Background: an optimization exercise with open tools, aiming at small area. Do not read the settings as production practice. Only simulation tests tie the RTL to the original design; equivalence was not proved. No activity file was given, so power comes from the tool's default toggle rates.

<file path="design/flow/run.sh">
#!/bin/bash
# synth_recipe.tcl (not shown) runs the flow's synth.tcl, then flattens the netlist and writes it again
# the make line also repeats each setting of config.mk as NAME=value (left out here)
make -C /OpenROAD-flow-scripts/flow DESIGN_CONFIG=/design/flow/config.mk WORK_HOME=/design/flow/orfs CLKGATE_MAP_FILE= SYNTH_SCRIPT=/design/flow/synth_recipe.tcl finish
</file>
<file path="design/flow/config.mk">
export PLATFORM = sky130hd
export DESIGN_NAME = cpu6_mmu
export DESIGN_NICKNAME = cpu6_mmu
export VERILOG_FILES = /design/flow/design.v
export SDC_FILE = /design/flow/constraint.sdc
export NUM_CORES = 4
export LEC_CHECK = 0
export CAP_MARGIN = 20
export CORE_MARGIN = 2
export CORE_UTILIZATION = 35
export CTS_BUF_LIST = sky130_fd_sc_hd__clkbuf_8
export CTS_CLUSTER_DIAMETER = 50
export CTS_CLUSTER_SIZE = 12
export PLACE_DENSITY = 0.45
export SLEW_MARGIN = 20
export SYNTH_HIERARCHICAL = 1
export SYNTH_MINIMUM_KEEP_SIZE = 0
</file>
<file path="design/flow/constraint.sdc">
create_clock -name core_clock -period 8.0 [get_ports {clock}]
set_input_delay 1.6000 -clock core_clock [delete_from_list [all_inputs] [get_ports {clock}]]
set_output_delay 1.6000 -clock core_clock [all_outputs]
set_load 0.01 [all_outputs]
</file>
<file path="design/flow/design.v">
`default_nettype none
package mmu_pkg;
    localparam int page_base_width = 3;
    localparam int page_index_width = 8;
    localparam int offset_width = 11;
    localparam int logical_width = 16;
    localparam int physical_width = 19;
    localparam int frame_width = 8;
    localparam int data_width = 8;
    localparam int bus_op_width = 1 + physical_width + data_width;  
    typedef logic [logical_width-1:0] logical_addr_t;
    typedef logic [physical_width-1:0] physical_addr_t;
    typedef logic [frame_width-1:0] frame_t;  
    typedef logic [data_width-1:0] data_t;
    typedef enum logic [1:0] {
        op_read = 2'b00,
        op_write = 2'b01,
        op_load_page = 2'b10
    } opcode_t;
    typedef struct packed {
        logic [page_index_width-1:0] index;
        frame_t frame;
    } page_load_t;
    typedef union packed {
        logical_addr_t address;
        page_load_t load;
    } request_payload_u;
    typedef struct packed {
        opcode_t opcode;
        request_payload_u payload;
        data_t write_data;  
    } request_t;
    typedef struct packed {
        logic write;
        physical_addr_t address;
        data_t data;
    } bus_op_t;
    typedef struct packed {
        data_t read_data;
        logic write;
        logic bad_page;
    } response_t;
endpackage
`default_nettype wire
`default_nettype none
module page_translator (
    input logic clock,
    input logic reset,
    input logic [mmu_pkg::page_base_width-1:0] page_base,
    input mmu_pkg::request_t request,
    input logic request_valid,
    output logic request_ready,
    output mmu_pkg::bus_op_t translated,
    output logic translated_valid,
    input logic translated_ready
);
    localparam int table_entries = 1 << mmu_pkg::page_index_width;
    localparam int page_bits = mmu_pkg::page_index_width - mmu_pkg::page_base_width;
    localparam int group_bits = 4;
    localparam int group_size = 1 << group_bits;
    localparam int group_count = table_entries / group_size;
    logic [mmu_pkg::frame_width-1:0] page_table [table_entries];
    logic [group_count-1:0] group_valid;
    logic request_fire;
    logic is_load;
    logic load_fire;
    logic [mmu_pkg::page_index_width-1:0] table_index;
    logic [mmu_pkg::page_index_width-1:0] load_index;
    mmu_pkg::frame_t load_frame;
    mmu_pkg::frame_t table_entry;
    mmu_pkg::frame_t group_data [group_size];
    logic [group_count-1:0] group_hit;
    logic [group_size-1:0] slot_hit;
    mmu_pkg::logical_addr_t logical;
    assign request_ready = !(translated_valid && !translated_ready);
    assign request_fire = request_valid && request_ready;
    assign is_load = (request.opcode == mmu_pkg::op_load_page);
    assign load_fire = request_fire && is_load;
    assign logical = request.payload.address;
    assign load_index = request.payload.load.index;
    assign load_frame = request.payload.load.frame;
    assign table_index = {page_base, logical[mmu_pkg::logical_width-1 -: page_bits]};
    localparam int slice_count = table_entries / 3;
    logic [group_count-1:0] read_group;
    logic [group_size-1:0] read_slot;
    logic [table_entries-1:0] read_select;
    logic [mmu_pkg::frame_width-1:0] slice_out_n [slice_count];
    always_comb begin
        for (int g = 0; g < group_count; g++) begin
            read_group[g] = group_valid[g] && (table_index[mmu_pkg::page_index_width-1:group_bits] == g);
        end
        for (int s = 0; s < group_size; s++) begin
            read_slot[s] = (table_index[group_bits-1:0] == s);
        end
        for (int e = 0; e < table_entries; e++) begin
            read_select[e] = read_group[e / group_size] && read_slot[e % group_size];
        end
    end
    for (genvar k = 0; k < slice_count; k++) begin : g_slice
        page_read_slice u_slice (
            .select(read_select[3*k +: 3]),
            .entry0(page_table[3*k]),
            .entry1(page_table[3*k+1]),
            .entry2(page_table[3*k+2]),
            .out_n(slice_out_n[k])
        );
    end
    always_comb begin
        table_entry = read_select[table_entries-1] ? page_table[table_entries-1] : '0;
        for (int k = 0; k < slice_count; k++) begin
            table_entry = table_entry | ~slice_out_n[k];
        end
    end
    always_comb begin
        for (int g = 0; g < group_count; g++) begin
            group_hit[g] = load_fire && (load_index[mmu_pkg::page_index_width-1:group_bits] == g);
        end
        for (int s = 0; s < group_size; s++) begin
            slot_hit[s] = (load_index[group_bits-1:0] == s);
            group_data[s] = slot_hit[s] ? load_frame : '0;
        end
    end
    for (genvar e = 0; e < table_entries; e++) begin : g_entry
        always_ff @(posedge clock) begin
            if (group_hit[e / group_size] && (slot_hit[e % group_size] || !group_valid[e / group_size])) begin
                page_table[e] <= group_data[e % group_size];
            end
        end
    end
    always_ff @(posedge clock or posedge reset) begin
        if (reset) begin
            group_valid <= '0;
            translated_valid <= 1'b0;
        end else begin
            group_valid <= group_valid | group_hit;
            if (translated_ready) begin
                translated_valid <= 1'b0;
            end
            if (request_fire && !is_load) begin
                translated_valid <= 1'b1;  
            end
        end
    end
    always_ff @(posedge clock) begin
        if (request_fire && !is_load) begin
            translated.write <= (request.opcode == mmu_pkg::op_write);
            translated.address <= {table_entry, logical[mmu_pkg::offset_width-1:0]};
            translated.data <= request.write_data;
        end
    end
endmodule
`default_nettype wire
`default_nettype none
module page_read_slice (
    input logic [2:0] select,
    input logic [mmu_pkg::frame_width-1:0] entry0,
    input logic [mmu_pkg::frame_width-1:0] entry1,
    input logic [mmu_pkg::frame_width-1:0] entry2,
    output logic [mmu_pkg::frame_width-1:0] out_n
);
    assign out_n = ~((entry0 & {mmu_pkg::frame_width{select[0]}})
        | (entry1 & {mmu_pkg::frame_width{select[1]}})
        | (entry2 & {mmu_pkg::frame_width{select[2]}}));
endmodule
`default_nettype wire
`default_nettype none
module op_queue #(
    parameter int queue_depth = 4
) (
    input logic clock,
    input logic reset,
    input mmu_pkg::bus_op_t translated,
    input logic translated_valid,
    output logic translated_ready,
    output mmu_pkg::bus_op_t head,
    output logic head_valid,
    input logic head_ready
);
    localparam int pointer_width = $clog2(queue_depth);
    localparam int count_width = $clog2(queue_depth + 1);
    logic [mmu_pkg::bus_op_width-1:0] entries [queue_depth];
    logic [pointer_width-1:0] write_ptr;
    logic [pointer_width-1:0] read_ptr;
    logic [count_width-1:0] count;
    logic push;
    logic pop;
    assign translated_ready = (count != count_width'(queue_depth));
    assign head_valid = (count != '0);
    assign head = entries[read_ptr];
    assign push = translated_valid && translated_ready;
    assign pop = head_valid && head_ready;
    always_ff @(posedge clock or posedge reset) begin
        if (reset) begin
            write_ptr <= '0;
            read_ptr <= '0;
            count <= '0;
        end else begin
            if (push) begin
                write_ptr <= write_ptr + 1'b1;
            end
            if (pop) begin
                read_ptr <= read_ptr + 1'b1;
            end
            if (push && !pop) begin
                count <= count + 1'b1;
            end else if (pop && !push) begin
                count <= count - 1'b1;
            end
        end
    end
    always_ff @(posedge clock) begin
        if (push) begin
            entries[write_ptr] <= translated;
        end
    end
endmodule
`default_nettype wire
`default_nettype none
module bus_cycle_unit (
    input logic clock,
    input logic reset,
    input mmu_pkg::bus_op_t head,
    input logic head_valid,
    output logic head_ready,
    output mmu_pkg::physical_addr_t address_bus,
    output mmu_pkg::data_t data_out,
    input mmu_pkg::data_t data_in,
    output logic write_en,
    output mmu_pkg::response_t response,
    output logic response_valid,
    input logic response_ready
);
    typedef enum logic [1:0] {
        st_idle = 2'b00,
        st_address = 2'b01,  
        st_strobe = 2'b11,   
        st_respond = 2'b10
    } state_t;
    state_t state;
    logic op_write;  
    logic take;
    logic register_space;
    mmu_pkg::data_t read_data;
    assign head_ready = (state == st_idle);
    assign take = head_valid && head_ready;
    assign write_en = (state == st_strobe);
    assign response_valid = (state == st_respond);
    assign register_space = (address_bus[18:8] == '0);
    assign response.read_data = read_data;
    assign response.write = op_write;
    assign response.bad_page = (&address_bus[18:13]) && address_bus[11];
    always_ff @(posedge clock or posedge reset) begin
        if (reset) begin
            state <= st_idle;
            address_bus <= '0;
            data_out <= '0;
        end else begin
            case (state)
                st_idle: begin
                    if (take) begin
                        address_bus <= head.address;
                        if (head.write) begin
                            data_out <= head.data;
                        end
                        state <= st_address;
                    end
                end
                st_address: state <= op_write ? st_strobe : st_respond;
                st_strobe: state <= st_respond;
                st_respond: begin
                    if (response_ready) begin
                        state <= st_idle;
                    end
                end
                default: state <= st_idle;
            endcase
        end
    end
    always_ff @(posedge clock) begin
        if (take) begin
            op_write <= head.write;
        end
        if (state == st_address) begin
            read_data <= (op_write || register_space) ? data_out : data_in;
        end
    end
endmodule
`default_nettype wire
`default_nettype none
module cpu6_mmu #(
    parameter int queue_depth = 4
) (
    input logic clock,
    input logic reset,
    input logic [mmu_pkg::page_base_width-1:0] page_base,
    input mmu_pkg::request_t request,
    input logic request_valid,
    output logic request_ready,
    output mmu_pkg::response_t response,
    output logic response_valid,
    input logic response_ready,
    output mmu_pkg::physical_addr_t address_bus,
    output mmu_pkg::data_t data_out,
    input mmu_pkg::data_t data_in,
    output logic write_en
);
    mmu_pkg::bus_op_t translated;
    logic translated_valid;
    logic translated_ready;
    mmu_pkg::bus_op_t head;
    logic head_valid;
    logic head_ready;
    page_translator u_translator (
        .clock(clock),
        .reset(reset),
        .page_base(page_base),
        .request(request),
        .request_valid(request_valid),
        .request_ready(request_ready),
        .translated(translated),
        .translated_valid(translated_valid),
        .translated_ready(translated_ready)
    );
    op_queue #(
        .queue_depth(queue_depth)
    ) u_queue (
        .clock(clock),
        .reset(reset),
        .translated(translated),
        .translated_valid(translated_valid),
        .translated_ready(translated_ready),
        .head(head),
        .head_valid(head_valid),
        .head_ready(head_ready)
    );
    bus_cycle_unit u_bus (
        .clock(clock),
        .reset(reset),
        .head(head),
        .head_valid(head_valid),
        .head_ready(head_ready),
        .address_bus(address_bus),
        .data_out(data_out),
        .data_in(data_in),
        .write_en(write_en),
        .response(response),
        .response_valid(response_valid),
        .response_ready(response_ready)
    );
endmodule
`default_nettype wire
</file>
==> impl_metrics.json, run 1 <==
{
  "p_leak_nw": 26.19,
  "nFillCells": 21020,
  "power.total_mw": 23.02,
  "fin_crit_sh_pct": 82.00,
  "clock-sinks": 2250,
  "ys_seq_elements": 2250,
  "synth_top_area_share_pct": 80.23,
  "die_y_um": 488.7,
  "endpoint": "u_translator.translated[24]$_DFFE_PP_",
  "clock_path_buffers": 3,
  "p_per_area_nw_per_um2": 249.3,
  "syn_avg_cell_area_um2": 18.85,
  "die_w_um": 488.7,
  "cts_tree": "done",
  "startpoint_type": "input port",
  "worst_skew_pair.late_latency_ps": 1130,
  "worst_ep_required_time_ps": 8840,
  "globalplace.congestion": 1.014,
  "grtUsageTotal_pct": 32.66,
  "criticalPathCategory": "in -> reg",
  "synthSimpleGateAreaFrac_pct": 4.895,
  "tns_ps": 0,
  "r2r_cells": 10,
  "crit_cells": 9,
  "fp-row-count": 177,
  "synthTopCellsByArea": "edfxtp_1 (80%), a222oi_1 (8.3%), dfrtp_1 (1.6%)",
  "setup_viol": 0,
  "wl_per_cell_um": 50.17,
  "synth_top_family_by_area": "compound AO/OA/AOI/OAI gates",
  "cts_setup_buffers": 0,
  "skew_ps": 69.88,
  "io_buffer_count": 80,
  "drive_gt1_share_pct": 15.38,
  "synth_fa_ha_area_share_pct": 0.1004,
  "dr.pass1.iters": 15,
  "p_seq_share_pct": 58.2,
  "areaGrowthSynthToFinish_pct": 12.28,
  "syn-num-nets": 4409,
  "syn_inst": 4362,
  "whs_ps": 500.2,
  "worstReg2RegStart": "u_translator.group_valid[15]$_DFF_PP0_",
  "routed_wl_um": 399100,
  "worstMarginPinSlew_ps": 1334,
  "rsz0062_at_grt": "no",
  "drv_cap": 0,
  "crit_chain": "clkdlybuf4s50_1 > nor2_1 > nand3_1 > nor2_1 > a222oi_1 > nand4_1 > nor4_1 > nand2_1 > or4_1",
  "syn_area_um2": 82230,
  "p_sw_mw": 5.758,
  "synth_compound_area_share_pct": 9.985,
  "io_pins": 81,
  "min_from": "u_translator.translated[7]$_DFFE_PP_",
  "die-area_um2": 238800,
  "rr_endpoint": "u_translator.translated[24]$_DFFE_PP_",
  "grt_pass1_vias": 49540,
  "path_delay_family": "simple AND/OR/NAND/NOR gates",
  "status": "no timing/DRC/antenna violations",
  "fmax_mhz": 152.4,
  "post_cts_resized": 0,
  "numCtsBuffers": 237,
  "slew_violations": 0,
  "core_area_um2": 233200,
  "grt_pass1_wl_um": 505100,
  "min_period_ps": 6560,
  "hold_viol_final": 0,
  "htreeDepth": 4,
  "peakVddDrop_v": 0.0001686,
  "path_buf_inv": 1,
  "synthMuxAreaShare_pct": 1.310,
  "drc": 0,
  "cpMostUsedCell": "nor2_1",
  "maxSlewHeadroom_pct": 10.83,
  "hpwl_um": 251100,
  "critPathMaxFanout": 22,
  "drt_iter0_markers": 15470,
  "slowest_stage": "clkdlybuf4s50_1",
  "swShare_pct": 25.02,
  "p_clk_share_pct": 33.9,
  "num-nets-final": 4630,
  "slowest_delay_ps": 1110,
  "cts_root_buffer": "clkbuf_8",
  "hold_path_class": "reg -> reg",
  "grt_overflow_total": 0,
  "ys_types": 41,
  "synth_xor_area_share_pct": 0.06391,
  "combPwrFrac_pct": 7.9,
  "crit_arrival_ps": 7400,
  "ant_nets": 0,
  "num_vias": 55300,
  "cts_hold_buf": 0,
  "start_util_pct": 35.26,
  "yosys_warnings": 14,
  "grt_max_degree": 31,
  "startpoint": "request[23]",
  "p_int_mw": 17.26,
  "synth_seq_area_share_pct": 81.85,
  "vias_per_cell": 6.951,
  "clk_pin_slew_worst_paths_ps": 80,
  "worstSetupEndpointType": "flop",
  "synth_area_leader_cell": "edfxtp_1",
  "antenna_found_initial": 117,
  "rrSetupSlack_ps": 2680
}
[power by group through the flow]
stage | clock [mW] | combinational [mW] | sequential, mW
3_3_place_gp | 0 | 1.76 | 13.7
5_1_grt | 8.24 | 1.85 | 13.4
6_report | 7.81 | 1.81 | 13.4
2_1_floorplan | 0 | 0.847 | 13.6
4_1_cts | 7.83 | 1.78 | 13.4
3_5_place_dp | 0 | 1.78 | 13.7
[metal layers]
layer | track usage [%] | share of wire [%] | routed length (um) | vias to the layer above
li1 | - | - | - | 19450
met1 | 43.19 | 36 | 143500 | 28630
met2 | 46.26 | 42 | 167200 | 5981
met3 | 12.34 | 16 | 62780 | 1225
met4 | 17.65 | 6.3 | 25320 | 14
met5 | 0.4831 | 0.065 | 258 | -
[cell usage after synthesis]
master / instances
mux2_4: 8
nor4_4: 2
or4_1: 8
nor2b_1: 18
xnor2_1: 4
mux2_2: 28
and2_1: 72
xor2_1: 2
nand2b_1: 18
o2111ai_1: 8
or3_4: 1
o21ai_0: 1
mux4_2: 28
ha_1: 5
nor3_1: 3
clkbuf_1: 119
inv_1: 8
nand3b_1: 3
and4_1: 2
fa_1: 1
a222oi_1: 680
nand3b_2: 3
buf_4: 3
nor3b_2: 1
nor4_1: 41
clkbuf_2: 170
nor4b_4: 1
a21boi_2: 1
mux2_1: 1
nor2_1: 266
edfxtp_1: 2197
a21o_1: 2
a31oi_4: 1
a21oi_1: 256
and3_1: 68
dfrtp_1: 53
buf_2: 19
nand3_1: 40
buf_6: 3
nand2_1: 51
nand4_1: 166
[per-stage QoR]
stage	setup slack (ps)	instances	utilization [%]	cell area [um2]
floorplan	3800	4362	-	82230
global placement	297.5	7468	37.42	87270
detailed placement	917.2	7473	37.48	87400
CTS	2013	7868	39.48	92070
global route	1851	7884	39.51	92140
finish	1440	7955	39.59	92320
[registers in the layout, summed over array words and instances (netlist names)]
| signal | count |
|---|---|
| u_bus.address_bus | 19 |
| u_bus.data_out | 8 |
| u_bus.op_write | 1 |
| u_bus.read_data | 8 |
| u_bus.state | 2 |
| u_queue.count | 3 |
| u_queue.entries | 112 |
| u_queue.read_ptr | 2 |
| u_queue.write_ptr | 2 |
| u_translator.group_valid | 16 |
| u_translator.page_table | 2048 |
| u_translator.translated | 28 |
| u_translator.translated_valid | 1 |
[Yosys stat by module, one instance, submodules excluded, a selection]
module	flops+latches	cell area, um2	times used
page_translator	2093	68520	1
page_read_slice	0	90.09	85
bus_cycle_unit	38	1593	1
[worst register-to-register path, stage by stage (launching register included)]
cell and delay [ps]:
dfrtp_1 370, buf_4 280, nand4_1 700, buf_4 500
nor2_1 410, a222oi_1 620, nand4_1 260, nor4_1 940
buf_4 300, o2111ai_1 110, or4_1 560
[worst min path at each step]
stage | slack, ps | endpoint | cells after the start
6_report | 500 | u_queue.entries[0][7]$_DFFE_PP_ | 0
5_1_grt | 530 | u_queue.entries[2][14]$_DFFE_PP_ | 0
4_1_cts | 500 | u_queue.entries[0][11]$_DFFE_PP_ | 0
3_5_place_dp | 490 | u_queue.entries[1][17]$_DFFE_PP_ | 0
3_3_place_gp | 470 | u_queue.entries[2][12]$_DFFE_PP_ | 0
2_1_floorplan | 460 | u_queue.entries[0][0]$_DFFE_PP_ | 0
[cell type report]
cell class | count | area, um2 | area share (%)
Inverter | 8 | 30.03 | 0.03253
Clock buffer | 245 | 3372 | 3.652
Sequential cell | 2250 | 67300 | 72.90
Tap cell | 3132 | 3919 | 4.245
Antenna cell | 84 | 210.2 | 0.2277
Clock inverter | 150 | 1294 | 1.401
Multi-Input combinational cell | 1790 | 13670 | 14.80
Timing Repair Buffer | 296 | 2526 | 2.736
[cells by family after synthesis]
kind of cell,Yosys count
AOI/OAI and AO/OA,949
and+or+nand+nor,764
buffers and inverters,322
DFF,2250
muxes,65
adders and majority gates,6
xor gates and xnor gates,6
[cell usage in the layout, fill, tap and decap left out, types with 60 or more instances in the layout]
cell type	netlist	final
nor2_1	266	265
edfxtp_1	2197	2197
a222oi_1	680	680
buf_4	3	206
diode_2	0	84
nand4_1	166	166
clkbuf_8	0	245
a21oi_1	256	255
inv_1	8	60
clkdlybuf4s50_1	0	80
==> inputs of run 2 (changes only) <==
==> design/flow/flow/run.sh (new file) <==
#!/bin/bash
# Standard layout, with the clock tree built from larger sink clusters and
# without CTS dummy loads. Everything else is the standard flow.
set -euo pipefail
export CTS_ARGS="-sink_clustering_enable -repair_clock_nets -sink_clustering_size 12 -sink_clustering_max_diameter 50 -buf_list sky130_fd_sc_hd__clkbuf_8 -dont_use_dummy_load"
bash standard.sh > standard_flow.log 2>&1
==> design/flow/standard.sh (new file) <==
#!/bin/bash
# synth_recipe.tcl (not shown) runs the flow's synth.tcl, then flattens the netlist and writes it again
# the make line also repeats each setting of config.mk as NAME=value (left out here)
make -C /OpenROAD-flow-scripts/flow DESIGN_CONFIG=/design/flow/config.mk WORK_HOME=/design/flow/orfs CLKGATE_MAP_FILE= SYNTH_SCRIPT=/design/flow/synth_recipe.tcl "${@:-finish}"
--- a/design/flow/config.mk
+++ b/design/flow/config.mk
@@ -8,9 +8,6 @@
 export CAP_MARGIN = 20
 export CORE_MARGIN = 2
 export CORE_UTILIZATION = 35
-export CTS_BUF_LIST = sky130_fd_sc_hd__clkbuf_8
-export CTS_CLUSTER_DIAMETER = 50
-export CTS_CLUSTER_SIZE = 12
 export PLACE_DENSITY = 0.45
 export SLEW_MARGIN = 20
 export SYNTH_HIERARCHICAL = 1
removed: design/flow/run.sh
==> impl_metrics.json, run 2 <==
{
  "critPathMaxFanout": 22,
  "ys_types": 41,
  "hold_viol_final": 0,
  "clk_pin_slew_worst_paths_ps": 80,
  "fp-row-count": 177,
  "synthTopCellsByArea": "edfxtp_1 (80%), a222oi_1 (8.3%), dfrtp_1 (1.6%)",
  "synth_compound_area_share_pct": 9.985,
  "rr_endpoint": "u_translator.translated[24]$_DFFE_PP_",
  "ys_seq_elements": 2250,
  "top_regs": "u_translator.page_table x2048, u_queue.entries x112, u_translator.translated x28",
  "dp_slack_ps": 917.2,
  "startpoint": "request[23]",
  "crit_chain": "clkdlybuf4s50_1 > nor2_1 > nand3_1 > nor2_1 > a222oi_1 > nand4_1 > nor4_1 > nand2_1 > or4_1",
  "dr.pass1.iters": 13,
  "synth_xor_area_share_pct": 0.06391,
  "numCtsBuffers": 237,
  "grt_pass1_vias": 49290,
  "largest_reg_flops": 2048,
  "top_register": "u_translator.page_table",
  "cts_setup_buffers": 0,
  "synth_top_area_share_pct": 80.23,
  "start_util_pct": 35.26,
  "slew_violations": 0,
  "p_per_area_nw_per_um2": 239.1,
  "drv_cap": 0,
  "cts_tree": "done",
  "tns_ps": 0,
  "fin_area_um2": 90880,
  "ys.flop_type": "edfxtp_1",
  "die_y_um": 488.7,
  "min_from": "u_translator.translated[7]$_DFFE_PP_",
  "synth_top_family_by_area": "compound AO/OA/AOI/OAI gates",
  "synthMuxAreaShare_pct": 1.310,
  "min_to": "u_queue.entries[0][7]$_DFFE_PP_",
  "final_common_cell": "edfxtp_1",
  "core_area_um2": 233200,
  "fin_ws_ps": 1317,
  "rrSetupSlack_ps": 2670,
  "synth_area_leader_cell": "edfxtp_1",
  "clock_path_buffers": 3,
  "worstReg2RegStart": "u_translator.group_valid[8]$_DFF_PP0_",
  "cts_hold_buf": 0,
  "vias_per_cell": 7.076,
  "syn_inst": 4362,
  "hold_path_class": "reg -> reg",
  "htreeDepth": 4,
  "syn-num-nets": 4409,
  "status": "no timing/DRC/antenna violations",
  "drt_iter0_markers": 15830,
  "slowest_delay_ps": 1100,
  "peakVddDrop_v": 0.0001678,
  "worstMarginPinSlew_ps": 1353,
  "ys_top_cells_by_count": "edfxtp_1 (2197), a222oi_1 (680), nor2_1 (266), a21oi_1 (256), clkbuf_2 (170)",
  "clock-sinks": 2250,
  "areaGrowthSynthToFinish_pct": 10.53,
  "post_cts_resized": 0,
  "p_leak_nw": 25.35,
  "yosys_warnings": 14,
  "setup_viol": 0,
  "hpwl_um": 251100,
  "min_period_ps": 6683,
  "globalplace.congestion": 1.014,
  "num_vias": 55070,
  "postSynth.asyncResetShare_pct": 2.356,
  "power.total_mw": 21.74,
  "drive_gt1_share_pct": 13.95,
  "layout_common_cells": "edfxtp_1 (2197), a222oi_1 (680), nor2_1 (265)",
  "worstSetupEndpointType": "flop",
  "die-area_um2": 238800,
  "synth_seq_area_share_pct": 81.85,
  "antenna_found_initial": 118,
  "routed_wl_um": 398200,
  "grtUsageTotal_pct": 32.59,
  "grt_overflow_total": 0,
  "grt_pass1_wl_um": 503500,
  "skew_ps": 107.4,
  "drc": 0,
  "crit_arrival_ps": 7440,
  "ant_nets": 0,
  "die_w_um": 488.7,
  "maxSlewHeadroom_pct": 9.449,
  "cts_root_buffer": "clkbuf_8",
  "dpl-instance-area_um2": 87400,
  "rsz0062_at_grt": "no",
  "slowest_stage": "clkdlybuf4s50_1",
  "synth_fa_ha_area_share_pct": 0.1004,
  "grt_max_degree": 31,
  "worst_ep_required_time_ps": 8760,
  "num-nets-final": 4630,
  "io_pins": 81,
  "fin_crit_sh_pct": 83.54,
  "cpMostUsedCell": "nor2_1",
  "fmax_mhz": 149.6,
  "wl_per_cell_um": 51.16,
  "criticalPathCategory": "in -> reg",
  "startpoint_type": "input port",
  "synth-edff-count": 2197,
  "io_buffer_count": 80,
  "syn_area_um2": 82230,
  "r2r_cells": 8,
  "synthSimpleGateAreaFrac_pct": 4.895,
  "worst_skew_pair.late_latency_ps": 1060,
  "syn_avg_cell_area_um2": 18.85,
  "min_path_cells": 0,
  "yosysMostFrequentCell": "edfxtp_1"
}
==> run 2: kinds of logic after synthesis <==
family	after synthesis
compound gates	949
xor+xnor	6
fa+ha+maj	6
buf+inv	322
flops	2250
mux	65
simple gates	764
==> run 2: cell type report <==
class	count	area [um2]
Multi-Input combinational cell	1790	13670
Tap cell	3132	3919
Timing Repair Buffer	296	2526
Clock buffer	237	3262
Fill cell	21090	142300
Inverter	8	30.03
Antenna cell	69	172.7
Sequential cell	2250	67300
==> run 2: worst max path at each step <==
stage	endpoint	slack (ps)
final	u_translator.translated[24]$_DFFE_PP_	1320
after floorplan	u_translator.translated[19]$_DFFE_PP_	3800
after detailed placement	u_translator.translated[24]$_DFFE_PP_	920
after global placement	u_translator.translated[23]$_DFFE_PP_	300
after global routing	u_translator.translated[23]$_DFFE_PP_	1670
after CTS	u_translator.translated[24]$_DFFE_PP_	1970
==> run 2: routing by layer <==
metal  track usage [%]  share of wire, %  routed length, um
met5            0.5435              0.12                497
met4             17.10               6.3              24980
met3             12.47                16              62740
met2             46.29                42             166900
met1             43.09                36             143000
==> run 2: per-stage QoR <==
| stage | hold slack (ps) | util, % | instances |
|---|---|---|---|
| 5_1_grt | 524.4 | 38.91 | 7722 |
| 2_1_floorplan | 458.7 | - | 4362 |
| 3_5_place_dp | 490.2 | 37.48 | 7473 |
| 4_1_cts | 500.9 | 38.88 | 7710 |
| 3_3_place_gp | 472.7 | 37.42 | 7468 |
| 6_report | 492.3 | 38.97 | 7782 |
==> run 2: per-module statistics from Yosys, one instance, submodules excluded, a selection <==
module | flops+latches | cells inside | cell area, um2 | copies in the design
page_translator | 2093 | 3236 | 68520 | 1
bus_cycle_unit | 38 | 94 | 1593 | 1
page_read_slice | 0 | 10 | 90.09 | 85
==> run 2: critical path: cells and delay by family <==
family | cells | cell delay [ps]
and+or+nand+nor | 7 | 3960
buffers and inverters | 1 | 1100
AOI/OAI and AO/OA | 1 | 750
==> run 2: power breakdown <==
group | switching (mW) | internal [mW]
registers | 0.221 | 13.2
logic | 1.16 | 0.657
clock network | 3.92 | 2.60
total | 5.30 | 16.4
==> inputs of run 3 (changes only) <==
==> design/flow/flow/run.sh (replaced) <==
#!/bin/bash
# Standard layout, with the clock tree built from larger sink clusters and
# without CTS dummy loads. Everything else is the standard flow.
set -euo pipefail
export CTS_ARGS="-sink_clustering_enable -repair_clock_nets -sink_clustering_size 14 -sink_clustering_max_diameter 60 -buf_list sky130_fd_sc_hd__clkbuf_8 -dont_use_dummy_load"
bash standard.sh > standard_flow.log 2>&1
==> impl_metrics.json, run 3 <==
{
  "status": "no timing/DRC/antenna violations",
  "io_buffer_count": 80,
  "startpoint_type": "input port",
  "drt_iter0_markers": 15980,
  "postSynth.asyncResetShare_pct": 2.356,
  "grtUsageTotal_pct": 32.57,
  "p_leak_nw": 25.01,
  "skew_ps": 114.4,
  "fmax_mhz": 149.9,
  "tns_ps": 0,
  "criticalPathCategory": "in -> reg",
  "num_vias": 54690,
  "layout_common_cells": "edfxtp_1 (2197), a222oi_1 (680), nor2_1 (265)",
  "cts_root_buffer": "clkbuf_8",
  "top_register": "u_translator.page_table",
  "p_sw_mw": 5.175,
  "numCtsBuffers": 191,
  "syn_avg_cell_area_um2": 18.85,
  "ys_seq_elements": 2250,
  "hold_path_class": "reg -> reg",
  "worst_skew_pair.late_latency_ps": 1080,
  "largest_reg_flops": 2048,
  "post_cts_resized": 0,
  "cts_tree": "done",
  "peakVddDrop_v": 0.0001648,
  "min_period_ps": 6670,
  "die_w_um": 488.7,
  "grt_pass1_vias": 48940,
  "worst_ep_required_time_ps": 8810,
  "synth_seq_area_share_pct": 81.85,
  "met1_length_um": 144000,
  "cts_setup_buffers": 0,
  "die_y_um": 488.7,
  "swShare_pct": 24.50,
  "fp-row-count": 177,
  "met3_length_um": 61660,
  "combPwrFrac_pct": 8.6,
  "ys_top_cells_by_count": "edfxtp_1 (2197), a222oi_1 (680), nor2_1 (266), a21oi_1 (256), clkbuf_2 (170)",
  "drive_gt1_share_pct": 13.06,
  "p_per_area_nw_per_um2": 234.0,
  "start_util_pct": 35.26,
  "syn-num-nets": 4409,
  "worstMarginPinSlew_ps": 1320,
  "crit_arrival_ps": 7480,
  "top_regs": "u_translator.page_table x2048, u_queue.entries x112, u_translator.translated x28",
  "grt_overflow_total": 0,
  "ys_types": 41,
  "cts_hold_buf": 0,
  "drv_cap": 0,
  "hpwl_um": 251100,
  "synthTopCellsByArea": "edfxtp_1 (80%), a222oi_1 (8.3%), dfrtp_1 (1.6%)",
  "dr.pass1.iters": 13,
  "fin_crit_sh_pct": 83.37,
  "maxSlewHeadroom_pct": 11.67,
  "yosysMostFrequentCell": "edfxtp_1",
  "htreeDepth": 4,
  "synth_area_leader_cell": "edfxtp_1",
  "ant_nets": 0,
  "die-area_um2": 238800,
  "globalplace.congestion": 1.014,
  "wl_met2_um": 166600,
  "clock-sinks": 2250,
  "io_pins": 81,
  "antenna_found_initial": 123,
  "areaGrowthSynthToFinish_pct": 9.752,
  "critPathMaxFanout": 22,
  "hold_viol_final": 0,
  "synth-edff-count": 2197,
  "clock_path_buffers": 3,
  "num-nets-final": 4583,
  "grt_max_degree": 31,
  "core_area_um2": 233200,
  "p_int_mw": 15.94,
  "dr.max_layer_used": "met5",
  "power.total_mw": 21.12,
  "ys.flop_type": "edfxtp_1",
  "syn_area_um2": 82230,
  "grt_pass1_wl_um": 502700,
  "drc": 0,
  "wl_per_cell_um": 51.44,
  "p_seq_share_pct": 63.4,
  "yosys_warnings": 14,
  "worstSetupEndpointType": "flop",
  "synth_top_area_share_pct": 80.23,
  "setup_viol": 0,
  "dpl-instance-area_um2": 87400,
  "slew_violations": 0,
  "fin_area_um2": 90250,
  "vias_per_cell": 7.066,
  "clk_pin_slew_worst_paths_ps": 90,
  "routed_wl_um": 398100,
  "p_clk_share_pct": 28.0,
  "syn_inst": 4362,
  "final_common_cell": "edfxtp_1",
  "rsz0062_at_grt": "no"
}
run 3: cell type report:
class                   count  area (um2)
repair buffers            295        2506
inverters                   8       30.03
well taps                3132        3919
clock buffers             191        2629
multi-input cells        1790       13670
fillers                 21120      143000
flip-flops and latches   2250       67300
diodes                     74       185.2
run 3: Yosys stat by module, one instance, submodules excluded, excerpt:
module / cells / copies in the design / flip-flops and latches
page_read_slice: 10 / 85 / 0
page_translator: 3236 / 1 / 2093
bus_cycle_unit: 94 / 1 / 38
run 3: worst max-delay path: stages:
cell and delay, ps:
clkdlybuf4s50_1 1110, nor2_1 270, nand3_1 830, nor2_1 450, a222oi_1 780, nand4_1 510
nor4_2 1000, nand2_1 380, or4_1 520
run 3: final timing paths:
path / startpoint / to / slack [ps] / depth (start not counted)
worst max register to register: u_translator.group_valid[8]$_DFF_PP0_ / u_translator.translated[23]$_DFFE_PP_ / 2670 / 8
worst min register to register: u_translator.translated[6]$_DFFE_PP_ / u_queue.entries[3][6]$_DFFE_PP_ / 500 / 0
min in group asynchronous: reset / u_queue.read_ptr[1]$_DFFE_PP0P_ / 820 / 2
max in group asynchronous: reset / u_translator.group_valid[12]$_DFF_PP0_ / 6240 / 2
worst max-delay path: request[23] / u_translator.translated[23]$_DFFE_PP_ / 1330 / 9
worst min-delay path: u_translator.translated[6]$_DFFE_PP_ / u_queue.entries[3][6]$_DFFE_PP_ / 500 / 0
run 3: logic make-up (layout without fill, tap and decap cells):
logic type	Yosys count	count (layout)	share of synthesized area, %
AO/OA/AOI/OAI	949	949	9.985
adder cells (fa/ha/maj)	6	6	0.1004
AND/OR/NAND/NOR	764	764	4.895
other	0	74	0
multiplexers	65	65	1.310
buffers and inverters	322	494	1.799
XOR/XNOR	6	6	0.06391
flip-flops	2250	2250	81.85
run 3: stage by stage:
stage	hold slack [ps]	utilization [%]	setup slack, ps	instances
2_1_floorplan	458.7	-	3800	4362
3_3_place_gp	472.7	37.42	297.5	7468
3_5_place_dp	490.2	37.48	917.2	7473
4_1_cts	497.1	38.61	1978	7664
5_1_grt	521.8	38.63	1697	7676
6_report	500.5	38.70	1330	7740
run 3: routing by layer:
metal / vias up / track usage [%]
met4: 42 / 17.34
met2: 5699 / 46.06
met3: 1191 / 12.60
li1: 19200 / -
met5: - / 0.3221
met1: 28560 / 43.07
run 3: power groups by stage:
stage | clock network [mW] | logic, mW | registers, mW
after global placement | 0 | 1.76 | 13.7
final | 5.92 | 1.81 | 13.4
after global routing | 6.31 | 1.85 | 13.4
after floorplan | 0 | 0.847 | 13.6
after detailed placement | 0 | 1.78 | 13.7
after CTS | 5.93 | 1.78 | 13.4

==> re-timing with driven ports <==
No port has a modelled driver above. Below, the same layouts with a new extraction and two added sets of constraints.
Step 1 (the two cells are an assumption about what drives the block):
set clk [get_ports {clock}]
set_driving_cell -lib_cell sky130_fd_sc_hd__clkbuf_16 $clk
set_driving_cell -lib_cell sky130_fd_sc_hd__buf_2 [delete_from_list [all_inputs] $clk]
Step 2, shift: input delay + t, output delay - t, t = (earliest + latest rising clock arrival at the registers) / 2. This alone moves slack from input paths to output paths.
Three values: no drivers, after step 1, after step 2; two values: the first two.
run | shift t [ns] | setup slack, ns | hold WS [ns] | worst setup path after step 2
run 1 | 1.199 | 1.440 / 1.519 / 0.320 | 0.500 / 0.500 / 0.500 | input to register
run 2 | 1.105 | 1.317 / 1.392 / 0.287 | 0.492 / 0.492 / 0.492 | input to register
run 3 | 1.122 | 1.330 / 1.405 / 0.283 | 0.500 / 0.500 / 0.500 | input to register
After both steps every run listed still meets setup and hold. For run 1, which loses most, drivers alone change the setup slack by +0.079 ns; drivers and shift together by -1.120 ns.
